From an optimization exercise on the open Yosys and OpenROAD flow, aimed at small area, a short achievable clock period and few clock cycles per item; shortcuts taken in it are not production practice. The RTL was checked by simulation tests, not by an equivalence proof against the original design. No activity file was given, so power comes from the tool's default toggle rates.

// mono_page_framebuffer_draw_core
module mono_page_framebuffer_draw_core #(
  parameter int SCREEN_WIDTH  = mpfb_pkg::DEF_SCREEN_WIDTH,
  parameter int SCREEN_HEIGHT = 32
) (
  input  logic                            clk,
  input  logic                            rst_n,
  input  logic                            in_valid,
  output logic                            in_ready,
  input  logic [mpfb_pkg::CMD_W-1:0]      in_command,
  input  logic [mpfb_pkg::X_W-1:0]        in_x_a,
  input  logic [mpfb_pkg::Y_W-1:0]        in_y_a,
  input  logic [mpfb_pkg::X_W-1:0]        in_x_b,
  input  logic [mpfb_pkg::Y_W-1:0]        in_y_b,
  input  logic [mpfb_pkg::RECT_W_W-1:0]   in_rect_w,
  input  logic [mpfb_pkg::RECT_H_W-1:0]   in_rect_h,
  input  logic [mpfb_pkg::COLOR_W-1:0]    in_color,
  input  logic [mpfb_pkg::BIDX_W-1:0]     in_byte_index,
  output logic                            out_valid,
  input  logic                            out_ready,
  output logic [mpfb_pkg::DATA_W-1:0]     out_read_data,
  output logic [mpfb_pkg::STATUS_W-1:0]   out_status
);
For scale: about 4,400 flip-flops, roughly 71 I/O pins, ~170,000 sq um of cells after synthesis.
Settings: LEC_CHECK=0, CAP_MARGIN=20, CORE_MARGIN=2, CORE_UTILIZATION=50, PLACE_DENSITY=0.62, SETUP_SLACK_MARGIN=5, SLEW_MARGIN=20, BUFFER_PORTS_ARGS=-buffer_cell sky130_fd_sc_hd__buf_4; clock period 8.0 ns.
standard.sh (not shown) runs the stock make flow with config.mk's settings and CLKGATE_MAP_FILE= SYNTH_SCRIPT=/design/flow/synth_recipe.tcl, a recipe that flattens the netlist after the stock synthesis.
==> flow/flow/run.sh <==
#!/bin/bash
# The standard layout (the standard.sh, unchanged synthesis), with the port buffers made
# of buf_4 cells instead of the delay cells buffer_ports picks on its own.
set -o pipefail
cd "$(dirname "$0")/.."
echo 'export BUFFER_PORTS_ARGS = -buffer_cell sky130_fd_sc_hd__buf_4' >> config.mk
export BUFFER_PORTS_ARGS="-buffer_cell sky130_fd_sc_hd__buf_4"
cp standard.sh standard.sh.log.txt 2>/dev/null
bash standard.sh > standard.log 2>&1
The baseline went through all stages and came out clean.
Testbench counts at the start, summed over its fixed seeds: cycles 2,432, items 2,400.
Rerun with:
Settings changed: CTS_CLUSTER_DIAMETER set to 70, CTS_CLUSTER_SIZE set to 32.
First-iteration DRC count barely changes.
Synthesized area is unchanged.
Worst hold slack degrades by 0.012 ns.
Global-route usage shrinks by 0.35 points.
Design area shrinks by 4.1%.
Sequential share of layout area grows by 2.0 points.
Power shrinks by about 10%.
Clock skew grows by 0.020 ns.
Clock power shrinks by about 35%.

========
Setup of juniper:
Another version of the RTL of mono_page_framebuffer_draw_core (not shown whole).
For scale: ~19000 cells after synthesis, about 71 I/O pins.
clock: 8.0 ns
lec_check: 0
cap_margin: 20
core_margin: 2
core_utilization: 50
cts_buf_list: sky130_fd_sc_hd__clkbuf_8
place_density: 0.62
setup_slack_margin: 5
slew_margin: 20
run.sh (not shown) runs the stock make flow with config.mk's settings and CLKGATE_MAP_FILE= SYNTH_SCRIPT=/design/flow/synth_recipe.tcl, a recipe that flattens the netlist after the stock synthesis.
Stock flow here: none of the scripts above is used.
juniper: flow completed, timing, DRC and antenna clean
Testbench counts of juniper, summed over its fixed seeds: cycles 2,432, items 2,400.
> inputs changed (juniper -> raven)
Settings: changing SETUP_SLACK_MARGIN from 5 to 4.5; removing CTS_BUF_LIST (formerly sky130_fd_sc_hd__clkbuf_8).
Notes after the runs:
raven ended up with a lower number of buffers inserted to repair setup after CTS than juniper did.
When raven is measured against juniper, its final cell count without fillers turns out about 2% lower.
Compared raven vs juniper, and number of clock buffer instances in the layout is down in raven.
| maximum vdd drop | lower: juniper |
Compared with juniper, in raven wire length of the first global-routing pass about even, cell area about even.
Between raven and juniper, the power share of the sequential group is lower for raven.

[separate check: timing with driven ports]
How much do the figures lean on ideal ports? The routed layouts below were timed once more, with nothing changed but the port constraints.
Step 1 sets driving cells, clkbuf_16 on the clock port and buf_2 on the other inputs (assumed; they add their load-dependent delay and slew).
Step 2, shift: input delay + t, output delay - t, t = (earliest + latest rising clock arrival at the registers) / 2. This alone moves slack from input paths to output paths.
Three values: ideal ports, drivers, drivers and shift; two values: the first two.
run | t, ns | setup slack, ns | cell pins on the clock port's net
the first run of note 1 | 1.093 | 4.859 / 4.754 / 4.234 | 1
the second run of note 1 | 1.089 | 4.815 / 4.708 / 4.280 | 1
juniper | 1.336 | 4.591 / 4.489 / 3.760 | 1
raven | 1.084 | 4.590 / 4.560 / 3.582 | 1
After both steps every run listed still meets setup and hold. For raven, which loses most, drivers alone change the setup slack by -0.030 ns; drivers and shift together by -1.008 ns.
